From an optimization exercise on the open Yosys and OpenROAD flow, aimed at small area, a short achievable clock period and few clock cycles per item; shortcuts taken in it are not production practice. Function not checked in this run: the RTL went through the layout flow alone. Power is estimated from default activity; no workload was simulated.

### flow/config.mk
export PLATFORM = sky130hd
export DESIGN_NAME = weighted_write_coalescing_buffer_unit
export DESIGN_NICKNAME = weighted_write_coalescing_buffer_unit
export VERILOG_FILES = /design/flow/design.v
export SDC_FILE = /design/flow/constraint.sdc
export NUM_CORES = 4
export LEC_CHECK = 0
export CAP_MARGIN = 20
export CORE_MARGIN = 2
export CORE_UTILIZATION = 40
export SLEW_MARGIN = 20
### flow/constraint.sdc
create_clock -name core_clock -period 6.0 [get_ports {clock}]
set_input_delay 1.2000 -clock core_clock [delete_from_list [all_inputs] [get_ports {clock}]]
set_output_delay 1.2000 -clock core_clock [all_outputs]
set_load 0.01 [all_outputs]
### flow/design.v
`timescale 1ns / 1ps
package wwcb_pkg;
   localparam int BUFFER_DEPTH = 32;
   localparam int IDX_W        = (BUFFER_DEPTH > 1) ? $clog2(BUFFER_DEPTH) : 1;
   localparam int CNT_W        = $clog2(BUFFER_DEPTH + 1);
   localparam int ITEM_W       = 16;
   localparam int MODEM_W      = 3;
   localparam int KEY_W        = ITEM_W + MODEM_W;
   localparam int CLASS_W      = 3;
   localparam int WEIGHT_W     = 8;
   localparam int CLIM_W       = 6;
   localparam int CMP_W        = (CNT_W > CLIM_W) ? CNT_W : CLIM_W;
   localparam int SERIAL_W     = 32;
   localparam int CSR_ADDR_W   = 3;
   localparam int CSR_DATA_W   = 32;
   localparam logic [WEIGHT_W-1:0] WEIGHT_LIMIT_RESET = 8'd20;
   localparam logic [CLIM_W-1:0]   COUNT_LIMIT_RESET  = 6'd32;
   localparam logic REG_WEIGHT_LIMIT = 1'b0;
   localparam logic REG_COUNT_LIMIT  = 1'b1;
   localparam logic MODE_ADD   = 1'b0;
   localparam logic MODE_FLUSH = 1'b1;
   typedef enum logic [2:0] {
      ST_IDLE,
      ST_SCAN,
      ST_UPDATE,
      ST_FLUSH_RD,
      ST_FLUSH_OUT
   } ctrl_state_type;
   function automatic logic [WEIGHT_W-1:0] class_weight(input logic [CLASS_W-1:0] wclass);
      logic [WEIGHT_W-1:0] w;
      unique case (wclass)
         3'd0:    w = 8'd20;
         3'd1:    w = 8'd1;
         3'd2:    w = 8'd1;
         3'd3:    w = 8'd1;
         3'd4:    w = 8'd1;
         3'd5:    w = 8'd1;
         default: w = 8'd0;
      endcase
      class_weight = w;
   endfunction
endpackage
`timescale 1ns / 1ps
import wwcb_pkg::*;
module wwcb_csr (
   input  logic                                clock,
   input  logic                                reset,
   input  logic                                csr_psel,
   input  logic                                csr_penable,
   input  logic                                csr_pwrite,
   input  logic [wwcb_pkg::CSR_ADDR_W-1:0]     csr_paddr,
   input  logic [wwcb_pkg::CSR_DATA_W-1:0]     csr_pwdata,
   output logic [wwcb_pkg::CSR_DATA_W-1:0]     csr_prdata,
   output logic                                csr_pready,
   output logic [wwcb_pkg::WEIGHT_W-1:0]       limit_weight,
   output logic [wwcb_pkg::CLIM_W-1:0]         limit_count
);
   logic [WEIGHT_W-1:0] weight_limit_ff, weight_limit_in;
   logic [CLIM_W-1:0]   count_limit_ff, count_limit_in;
   logic                wr_strobe;
   logic                reg_sel;
   assign csr_pready = 1'b1;
   assign wr_strobe  = csr_psel & csr_penable & csr_pwrite & csr_pready;
   assign reg_sel    = csr_paddr[2];
   always_comb begin
      weight_limit_in = weight_limit_ff;
      count_limit_in  = count_limit_ff;
      if (wr_strobe) begin
         unique case (reg_sel)
            REG_WEIGHT_LIMIT: weight_limit_in = csr_pwdata[WEIGHT_W-1:0];
            REG_COUNT_LIMIT:  count_limit_in  = csr_pwdata[CLIM_W-1:0];
            default:          ;
         endcase
      end
   end
   always_ff @(posedge clock) begin
      if (reset) begin
         weight_limit_ff <= WEIGHT_LIMIT_RESET;
         count_limit_ff  <= COUNT_LIMIT_RESET;
      end else begin
         weight_limit_ff <= weight_limit_in;
         count_limit_ff  <= count_limit_in;
      end
   end
   always_comb begin
      unique case (reg_sel)
         REG_WEIGHT_LIMIT: csr_prdata = {{(CSR_DATA_W-WEIGHT_W){1'b0}}, weight_limit_ff};
         REG_COUNT_LIMIT:  csr_prdata = {{(CSR_DATA_W-CLIM_W){1'b0}}, count_limit_ff};
         default:          csr_prdata = '0;
      endcase
   end
   assign limit_weight = weight_limit_ff;
   assign limit_count  = count_limit_ff;
endmodule
`timescale 1ns / 1ps
import wwcb_pkg::*;
module wwcb_entry_ram (
   input  logic                           clock,
   input  logic                           ram_wr_en,
   input  logic [wwcb_pkg::IDX_W-1:0]     ram_wr_addr,
   input  logic [wwcb_pkg::KEY_W-1:0]     ram_wr_data,
   input  logic                           ram_rd_en,
   input  logic [wwcb_pkg::IDX_W-1:0]     ram_rd_addr,
   output logic [wwcb_pkg::KEY_W-1:0]     ram_rdata
);
   logic [KEY_W-1:0] mem [BUFFER_DEPTH];
   logic [KEY_W-1:0] rdata_ff;
   always_ff @(posedge clock) begin
      if (ram_wr_en) begin
         mem[ram_wr_addr] <= ram_wr_data;
      end
   end
   always_ff @(posedge clock) begin
      if (ram_rd_en) begin
         rdata_ff <= mem[ram_rd_addr];
      end
   end
   assign ram_rdata = rdata_ff;
endmodule
`timescale 1ns / 1ps
import wwcb_pkg::*;
module wwcb_ctrl (
   input  logic                               clock,
   input  logic                               reset,
   input  logic [wwcb_pkg::WEIGHT_W-1:0]      limit_weight,
   input  logic [wwcb_pkg::CLIM_W-1:0]        limit_count,
   input  logic                               req_valid,
   output logic                               req_ready,
   input  logic                               req_mode,
   input  logic [wwcb_pkg::ITEM_W-1:0]        req_item_id,
   input  logic [wwcb_pkg::MODEM_W-1:0]       req_modem_index,
   input  logic [wwcb_pkg::CLASS_W-1:0]       req_weight_class,
   output logic                               rsp_valid,
   input  logic                               rsp_ready,
   output logic [wwcb_pkg::ITEM_W-1:0]        rsp_out_item_id,
   output logic [wwcb_pkg::MODEM_W-1:0]       rsp_out_modem_index,
   output logic [wwcb_pkg::SERIAL_W-1:0]      rsp_batch_serial,
   output logic                               rsp_last,
   output logic                               ram_wr_en,
   output logic [wwcb_pkg::IDX_W-1:0]         ram_wr_addr,
   output logic [wwcb_pkg::KEY_W-1:0]         ram_wr_data,
   output logic                               ram_rd_en,
   output logic [wwcb_pkg::IDX_W-1:0]         ram_rd_addr,
   input  logic [wwcb_pkg::KEY_W-1:0]         ram_rdata
);
   wwcb_pkg::ctrl_state_type       state_ff, state_in;
   logic [KEY_W-1:0]     key_ff, key_in;
   logic [CLASS_W-1:0]   wclass_ff, wclass_in;
   logic [IDX_W-1:0]     scan_idx_ff, scan_idx_in;
   logic                 found_ff, found_in;
   logic [CNT_W-1:0]     count_ff, count_in;
   logic [WEIGHT_W-1:0]  weight_ff, weight_in;
   logic [SERIAL_W-1:0]  serial_ff, serial_in;
   logic [IDX_W-1:0]     emit_idx_ff, emit_idx_in;
   logic                 rsp_valid_ff, rsp_valid_in;
   logic [ITEM_W-1:0]    rsp_item_ff, rsp_item_in;
   logic [MODEM_W-1:0]   rsp_modem_ff, rsp_modem_in;
   logic [SERIAL_W-1:0]  rsp_serial_ff, rsp_serial_in;
   logic                 rsp_last_ff, rsp_last_in;
   logic                 req_fire;
   logic                 key_match;
   logic                 scan_done;
   logic                 emit_done;
   logic                 append;
   logic [CNT_W-1:0]     new_count;
   logic [WEIGHT_W:0]    weight_sum;
   logic [WEIGHT_W-1:0]  new_weight;
   logic                 flush_hit;
   logic                 out_free;
   logic                 out_load;
   assign req_ready = (state_ff == ST_IDLE);
   assign req_fire  = req_valid & req_ready;
   assign key_match = (ram_rdata == key_ff);
   assign scan_done = ((CNT_W'(scan_idx_ff) + CNT_W'(1)) == count_ff);
   assign emit_done = ((CNT_W'(emit_idx_ff) + CNT_W'(1)) == count_ff);
   assign out_free  = ~rsp_valid_ff | rsp_ready;
   assign append     = ~found_ff & (count_ff < CNT_W'(BUFFER_DEPTH));
   assign new_count  = count_ff + CNT_W'(append);
   assign weight_sum = {1'b0, weight_ff} + {1'b0, wwcb_pkg::class_weight(wclass_ff)};
   assign new_weight = weight_sum[WEIGHT_W] ? {WEIGHT_W{1'b1}} : weight_sum[WEIGHT_W-1:0];
   assign flush_hit  = (new_weight >= limit_weight) ||
                       (CMP_W'(new_count) >= CMP_W'(limit_count));
   always_comb begin
      state_in    = state_ff;
      key_in      = key_ff;
      wclass_in   = wclass_ff;
      scan_idx_in = scan_idx_ff;
      found_in    = found_ff;
      count_in    = count_ff;
      weight_in   = weight_ff;
      serial_in   = serial_ff;
      emit_idx_in = emit_idx_ff;
      out_load    = 1'b0;
      ram_wr_en   = 1'b0;
      ram_wr_addr = '0;
      ram_wr_data = '0;
      ram_rd_en   = 1'b0;
      ram_rd_addr = '0;
      unique case (state_ff)
         ST_IDLE: begin
            if (req_fire) begin
               key_in    = {req_item_id, req_modem_index};
               wclass_in = req_weight_class;
               found_in  = 1'b0;
               if (req_mode == MODE_FLUSH) begin
                  serial_in   = serial_ff + SERIAL_W'(1);
                  weight_in   = '0;
                  emit_idx_in = '0;
                  if (count_ff != '0) begin
                     state_in = ST_FLUSH_RD;
                  end
               end else if (count_ff == '0) begin
                  state_in = ST_UPDATE;
               end else begin
                  ram_rd_en = 1'b1;
                  ram_rd_addr = '0;
                  scan_idx_in     = '0;
                  state_in        = ST_SCAN;
               end
            end
         end
         ST_SCAN: begin
            priority if (key_match) begin
               found_in = 1'b1;
               state_in = ST_UPDATE;
            end else if (scan_done) begin
               state_in = ST_UPDATE;
            end else begin
               scan_idx_in     = scan_idx_ff + IDX_W'(1);
               ram_rd_en = 1'b1;
               ram_rd_addr = scan_idx_ff + IDX_W'(1);
            end
         end
         ST_UPDATE: begin
            ram_wr_en = append;
            ram_wr_addr = count_ff[IDX_W-1:0];
            ram_wr_data = key_ff;
            count_in        = new_count;
            if (flush_hit) begin
               serial_in   = serial_ff + SERIAL_W'(1);
               weight_in   = '0;
               emit_idx_in = '0;
               state_in    = (new_count != '0) ? ST_FLUSH_RD : ST_IDLE;
            end else begin
               weight_in = new_weight;
               state_in  = ST_IDLE;
            end
         end
         ST_FLUSH_RD: begin
            ram_rd_en = 1'b1;
            ram_rd_addr = emit_idx_ff;
            state_in        = ST_FLUSH_OUT;
         end
         ST_FLUSH_OUT: begin
            if (out_free) begin
               out_load = 1'b1;
               if (emit_done) begin
                  count_in = '0;
                  state_in = ST_IDLE;
               end else begin
                  emit_idx_in     = emit_idx_ff + IDX_W'(1);
                  ram_rd_en = 1'b1;
                  ram_rd_addr = emit_idx_ff + IDX_W'(1);
               end
            end
         end
         default: state_in = ST_IDLE;
      endcase
   end
   always_comb begin
      rsp_item_in   = rsp_item_ff;
      rsp_modem_in  = rsp_modem_ff;
      rsp_serial_in = rsp_serial_ff;
      rsp_last_in   = rsp_last_ff;
      rsp_valid_in  = rsp_valid_ff & ~rsp_ready;
      if (out_load) begin
         rsp_valid_in  = 1'b1;
         rsp_item_in   = ram_rdata[KEY_W-1:MODEM_W];
         rsp_modem_in  = ram_rdata[MODEM_W-1:0];
         rsp_serial_in = serial_ff;
         rsp_last_in   = emit_done;
      end
   end
   always_ff @(posedge clock) begin
      if (reset) begin
         state_ff     <= ST_IDLE;
         count_ff     <= '0;
         weight_ff    <= '0;
         serial_ff    <= '0;
         rsp_valid_ff <= 1'b0;
      end else begin
         state_ff     <= state_in;
         count_ff     <= count_in;
         weight_ff    <= weight_in;
         serial_ff    <= serial_in;
         rsp_valid_ff <= rsp_valid_in;
      end
   end
   always_ff @(posedge clock) begin
      key_ff        <= key_in;
      wclass_ff     <= wclass_in;
      scan_idx_ff   <= scan_idx_in;
      found_ff      <= found_in;
      emit_idx_ff   <= emit_idx_in;
      rsp_item_ff   <= rsp_item_in;
      rsp_modem_ff  <= rsp_modem_in;
      rsp_serial_ff <= rsp_serial_in;
      rsp_last_ff   <= rsp_last_in;
   end
   assign rsp_valid           = rsp_valid_ff;
   assign rsp_out_item_id     = rsp_item_ff;
   assign rsp_out_modem_index = rsp_modem_ff;
   assign rsp_batch_serial    = rsp_serial_ff;
   assign rsp_last            = rsp_last_ff;
endmodule
`timescale 1ns / 1ps
import wwcb_pkg::*;
module weighted_write_coalescing_buffer_unit (
   input  logic                               clock,
   input  logic                               reset,
   input  logic                               req_valid,
   output logic                               req_ready,
   input  logic                               req_mode,
   input  logic [wwcb_pkg::ITEM_W-1:0]        req_item_id,
   input  logic [wwcb_pkg::MODEM_W-1:0]       req_modem_index,
   input  logic [wwcb_pkg::CLASS_W-1:0]       req_weight_class,
   output logic                               rsp_valid,
   input  logic                               rsp_ready,
   output logic [wwcb_pkg::ITEM_W-1:0]        rsp_out_item_id,
   output logic [wwcb_pkg::MODEM_W-1:0]       rsp_out_modem_index,
   output logic [wwcb_pkg::SERIAL_W-1:0]      rsp_batch_serial,
   output logic                               rsp_last,
   input  logic                               csr_psel,
   input  logic                               csr_penable,
   input  logic                               csr_pwrite,
   input  logic [wwcb_pkg::CSR_ADDR_W-1:0]    csr_paddr,
   input  logic [wwcb_pkg::CSR_DATA_W-1:0]    csr_pwdata,
   output logic [wwcb_pkg::CSR_DATA_W-1:0]    csr_prdata,
   output logic                               csr_pready
);
   logic [WEIGHT_W-1:0] limit_weight;
   logic [CLIM_W-1:0]   limit_count;
   logic                ram_wr_en;
   logic [IDX_W-1:0]    ram_wr_addr;
   logic [KEY_W-1:0]    ram_wr_data;
   logic                ram_rd_en;
   logic [IDX_W-1:0]    ram_rd_addr;
   logic [KEY_W-1:0]  ram_rdata;
   wwcb_csr u_csr (
      .clock       (clock),
      .reset       (reset),
      .csr_psel    (csr_psel),
      .csr_penable (csr_penable),
      .csr_pwrite  (csr_pwrite),
      .csr_paddr   (csr_paddr),
      .csr_pwdata  (csr_pwdata),
      .csr_prdata  (csr_prdata),
      .csr_pready  (csr_pready),
      .limit_weight (limit_weight),
      .limit_count  (limit_count)
   );
   wwcb_entry_ram u_entry_ram (
      .clock     (clock),
      .ram_wr_en   (ram_wr_en),
      .ram_wr_addr (ram_wr_addr),
      .ram_wr_data (ram_wr_data),
      .ram_rd_en   (ram_rd_en),
      .ram_rd_addr (ram_rd_addr),
      .ram_rdata (ram_rdata)
   );
   wwcb_ctrl u_ctrl (
      .clock               (clock),
      .reset               (reset),
      .limit_weight        (limit_weight),
      .limit_count         (limit_count),
      .req_valid           (req_valid),
      .req_ready           (req_ready),
      .req_mode            (req_mode),
      .req_item_id         (req_item_id),
      .req_modem_index     (req_modem_index),
      .req_weight_class    (req_weight_class),
      .rsp_valid           (rsp_valid),
      .rsp_ready           (rsp_ready),
      .rsp_out_item_id     (rsp_out_item_id),
      .rsp_out_modem_index (rsp_out_modem_index),
      .rsp_batch_serial    (rsp_batch_serial),
      .rsp_last            (rsp_last),
      .ram_wr_en           (ram_wr_en),
      .ram_wr_addr         (ram_wr_addr),
      .ram_wr_data         (ram_wr_data),
      .ram_rd_en           (ram_rd_en),
      .ram_rd_addr         (ram_rd_addr),
      .ram_rdata           (ram_rdata)
   );
endmodule
### flow/run.sh
#!/bin/bash
# synth_recipe.tcl (not shown) runs the flow's synth.tcl, then flattens the netlist and writes it again
# the make line also repeats each setting of config.mk as NAME=value (left out here)
make -C /OpenROAD-flow-scripts/flow DESIGN_CONFIG=/design/flow/config.mk WORK_HOME=/design/flow/orfs CLKGATE_MAP_FILE= SYNTH_SCRIPT=/design/flow/synth_recipe.tcl finish
==> run summary <==
## through the flow
step	cells	cell area, sq um
2_1_floorplan	2376	31940
3_3_place_gp	3425	34090
3_5_place_dp	3425	34130
4_1_cts	3572	36730
5_1_grt	3573	36760
6_report	3573	36760
## synthesized netlist by cell type, types with 5 or more instances
library cell	instances	area, sq um
sky130_fd_sc_hd__edfxtp_1	712	21380
sky130_fd_sc_hd__nand2_1	333	1250
sky130_fd_sc_hd__nand3_1	175	875.8
sky130_fd_sc_hd__nor2_1	144	540.5
sky130_fd_sc_hd__mux2i_1	100	1001
sky130_fd_sc_hd__a21oi_1	95	475.5
sky130_fd_sc_hd__clkbuf_1	66	247.7
sky130_fd_sc_hd__dfxtp_1	64	1281
sky130_fd_sc_hd__buf_2	47	235.2
sky130_fd_sc_hd__inv_1	44	165.2
sky130_fd_sc_hd__a31oi_1	42	262.8
sky130_fd_sc_hd__xor2_1	41	359.1
sky130_fd_sc_hd__a221oi_1	38	332.8
sky130_fd_sc_hd__a211oi_1	37	277.8
sky130_fd_sc_hd__o21ai_0	37	185.2
sky130_fd_sc_hd__buf_4	36	270.3
sky130_fd_sc_hd__nand4_1	36	225.2
sky130_fd_sc_hd__and3_1	29	181.4
sky130_fd_sc_hd__a21o_1	26	195.2
sky130_fd_sc_hd__xnor2_1	24	210.2
sky130_fd_sc_hd__ha_1	23	287.8
sky130_fd_sc_hd__o211ai_1	20	150.1
sky130_fd_sc_hd__a32oi_1	16	140.1
sky130_fd_sc_hd__a22oi_1	14	105.1
sky130_fd_sc_hd__nor3_1	14	70.07
sky130_fd_sc_hd__mux2_2	13	146.4
sky130_fd_sc_hd__nand2b_1	12	75.07
sky130_fd_sc_hd__nor4_1	12	75.07
sky130_fd_sc_hd__mux2_1	11	123.9
sky130_fd_sc_hd__and2_1	9	56.30
sky130_fd_sc_hd__buf_1	6	22.52
sky130_fd_sc_hd__nand3b_1	6	45.04
sky130_fd_sc_hd__or3_1	6	37.54
sky130_fd_sc_hd__a211o_1	5	43.79
## power groups by stage
stage	Sequential, mW	Combinational, mW	Clock [mW]
after floorplan	6.24	0.724	0
after global placement	6.28	1.09	0
after detailed placement	6.28	1.12	0
after CTS	6.17	1.13	4.99
after global routing	6.17	1.23	5.20
final	6.16	1.14	4.91
## layout make-up
class	instances	area, sq um
clock buffers	107	2186
clock inverters	40	417.9
repair buffers	158	1510
well taps	1050	1314
flip-flops and latches	776	22660
multi-input cells	1398	8504
inverters	44	165.2
fillers	6808	42110
## cell families after synthesis
logic type | Yosys count | synth area share
AND/OR/NAND/NOR | 804 | 0.1143
flip-flops | 776 | 0.7114
AO/OA/AOI/OAI | 355 | 0.07526
buffers and inverters | 202 | 0.03048
multiplexers | 124 | 0.03991
XOR/XNOR | 67 | 0.01932
adder cells (fa/ha/maj) | 23 | 0.009034
other | 2 | 0.0002358
## registers in the layout, summed over array words and instances (netlist names), 5 cells and up
| name | count |
|---|---|
| u_entry_ram.rdata_ff | 19 |
| u_ctrl.rsp_item_ff | 16 |
| u_entry_ram.mem | 608 |
| u_ctrl.key_ff | 19 |
| u_ctrl.count_ff | 6 |
| u_ctrl.weight_ff | 8 |
| u_ctrl.emit_idx_ff | 5 |
| u_ctrl.serial_ff | 32 |
| u_csr.count_limit_ff | 6 |
| u_ctrl.rsp_serial_ff | 32 |
| u_csr.weight_limit_ff | 8 |
| u_ctrl.scan_idx_ff | 5 |
## layer usage
metal | up-vias | track usage | part of all wire
li1 | 8991 | - | -
met2 | 761 | 0.3231 | 0.48
met3 | 133 | 0.02838 | 0.071
met5 | - | 0 | 0
met1 | 9962 | 0.2668 | 0.43
met4 | 0 | 0.05445 | 0.023
## how the worst min path moves through the flow
| stage | startpoint | to | slack, ns | depth (start not counted) |
|---|---|---|---|---|
| 2_1_floorplan | u_ctrl.serial_ff[21] | u_ctrl.rsp_serial_ff[21] | 0.41 | 0 |
| 4_1_cts | u_ctrl.serial_ff[21] | u_ctrl.rsp_serial_ff[21] | 0.44 | 0 |
| 3_5_place_dp | u_ctrl.serial_ff[21] | u_ctrl.rsp_serial_ff[21] | 0.42 | 0 |
| 6_report | u_ctrl.serial_ff[21] | u_ctrl.rsp_serial_ff[21] | 0.44 | 0 |
| 3_3_place_gp | u_ctrl.serial_ff[21] | u_ctrl.rsp_serial_ff[21] | 0.42 | 0 |
| 5_1_grt | u_ctrl.serial_ff[21] | u_ctrl.rsp_serial_ff[21] | 0.46 | 0 |
==> run summary <==
PD cells=332.1 nW/um^2; worst setup slack after placement=1.011 ns; Initial Utilization=0.4039; clock root buffer=sky130_fd_sc_hd__clkbuf_16; share of final-layout standard cells stronger than drive strength 1=0.09631; Antenna diodes=0; I/O pin cnt=152; type of the worst setup path=register to register; DIE HEIGHT=286.2 microns; total chip power=12.21 mW; insertion delay of the later-clocked pin in the worst-skew pair=0.62 ns; Std-Cell Core Area=78870 sq um; R2R Setup Slk=1.27 ns; leading register cell type out of synthesis=sky130_fd_sc_hd__edfxtp_1; VDD IR max=0.1820 mV; overall die area=81910 sq um; violation count after the first detailed-routing iteration=1973; required time at the worst-slack endpoint=6.48 ns; Int Power=9.299 mW; library cells used by synthesis=72; critical path startpoint category=register; worst path buffer plus inverter count=1; number of gates resized after cts=0; post-CTS setup-driven buffer insertion count=0; Critical R2R Launch=u_ctrl.scan_idx_ff[0]; shortest clock period the worst path allows after layout=4.726 ns; peak clock frequency supported by timing=0.2116 GHz; via count=19850; number of input and output port buffers inserted=100; number of max-capacitance violations reported=0; Antenna Violating Nets Remaining=0; wire length per cell after detailed routing=22.61 microns; normalized max-slew margin=0.1227; stages on the worst setup path=11; worst min-delay path class=register to register; total grt overflow=0; leakage component of the power=12.38 nW; slowest cell on the critical path=sky130_fd_sc_hd__a2111oi_0; number of flops mapped to enable cells by yosys=712; fraction of power consumed by the clock network=0.402; Total Neg Setup Slack=0 ns; share of synthesized flip-flops with an asynchronous set or reset=0; TritonCTS clock tree=done; Final Net Count=2546; Worst-Margin Slew=1.283 ns; number of core rows=103; sequential share of power=0.505; first-pass GRT wire length=120.8 mm; P&R area growth vs syn=15.40%; number of pins exceeding their max-slew limit in the final report=0; share of total power consumed by net switching=0.2382; net switching power=2.908 mW; relative contribution of combinational cells to total power=0.093; Layout Utilization=0.4661; Total Routed Length=80.78 mm; most common cell after layout, fill and taps aside=sky130_fd_sc_hd__edfxtp_1; depth of the most critical reg-to-reg path=11; Fin Clk Skew=0.02753 ns; GRT Util Overall=0.1944; cell breakdown of the critical path=ha_1, nand2_1, or4_1, nand4_1, or3_1, a31o_4, buf_4, nor2_1, a2111oi_0, a311oi_1, nand3_1; post-synth design cell area=31850 sq um; Die Span X=286.2 microns; peak per-stage delay on the critical path=1.11 ns; largest net degree at the start of global routing=160; run status=complete, no violations; setup repair after global routing missed its margin=false; count of TritonRoute iterations in the first routing pass=5; number of global-route vias before repair=19090; number of buffers created by CTS=80; # setup viols final=0; count of state elements after synthesis=776; Synth Warn #=3; clock slew at reported path FFs=0.06 ns; placer congestion estimate=0.8798; sinks on the clock net=776; worst setup path startpoint=u_ctrl.scan_idx_ff[0]; number of remaining DRC errors=0; smallest setup slack after layout=1.274 ns; final hold violation count=0; endpoint of the most critical setup path=u_entry_ram.rdata_ff[17]; worst hold slack across all endpoints=0.4433 ns; Post-CTS Hold Buffers=0; CP Max Fanout=56; arrival time at the worst endpoint=5.21 ns; worst flop-to-flop path endpoint=u_entry_ram.rdata_ff[17]; H-tree levels=3; category of the worst setup path capture point=register; Vias/cell=5.555; commonest non-fill, non-tap cells in the layout=sky130_fd_sc_hd__edfxtp_1 (712), sky130_fd_sc_hd__nand2_1 (333), sky130_fd_sc_hd__nand3_1 (175); Period Utilization, post-route=0.7877; number of antenna violations at the first check in global routing=1; CTS max path bufs=3; number of instances in the synthesized netlist=2353; DP Wirelength=50.01 mm; Syn Area/Cell=13.54 sq um; sequential-to-total area share from yosys stat=0.7114; Worst path top cell family by delay=compound AO/OA/AOI/OAI gates

==> port drivers added, routing unchanged <==
The results above use ideal ports. As a check the final layout listed here was re-extracted and re-timed, cells and wires unchanged. Step 1 assumes that a clkbuf_16 drives the clock port and a buf_2 every other input. Step 2, shift: input delay + t, output delay - t, t = (earliest + latest rising clock arrival at the registers) / 2. This alone moves slack from input paths to output paths. Slacks: ideal / step 1 / step 2; pairs: ideal / step 1.
shift t [ns]: 0.675
slack for setup (ns): 1.274 / 1.274 / 0.781
hold WS [ns]: 0.443 / 0.443 / 0.443
worst setup path after step 2: input to register
pins driven straight from the clock port: 1
After both steps setup and hold are still met in this run. The setup slack of this run moves by 0.000 ns with the drivers and by -0.493 ns with both steps.
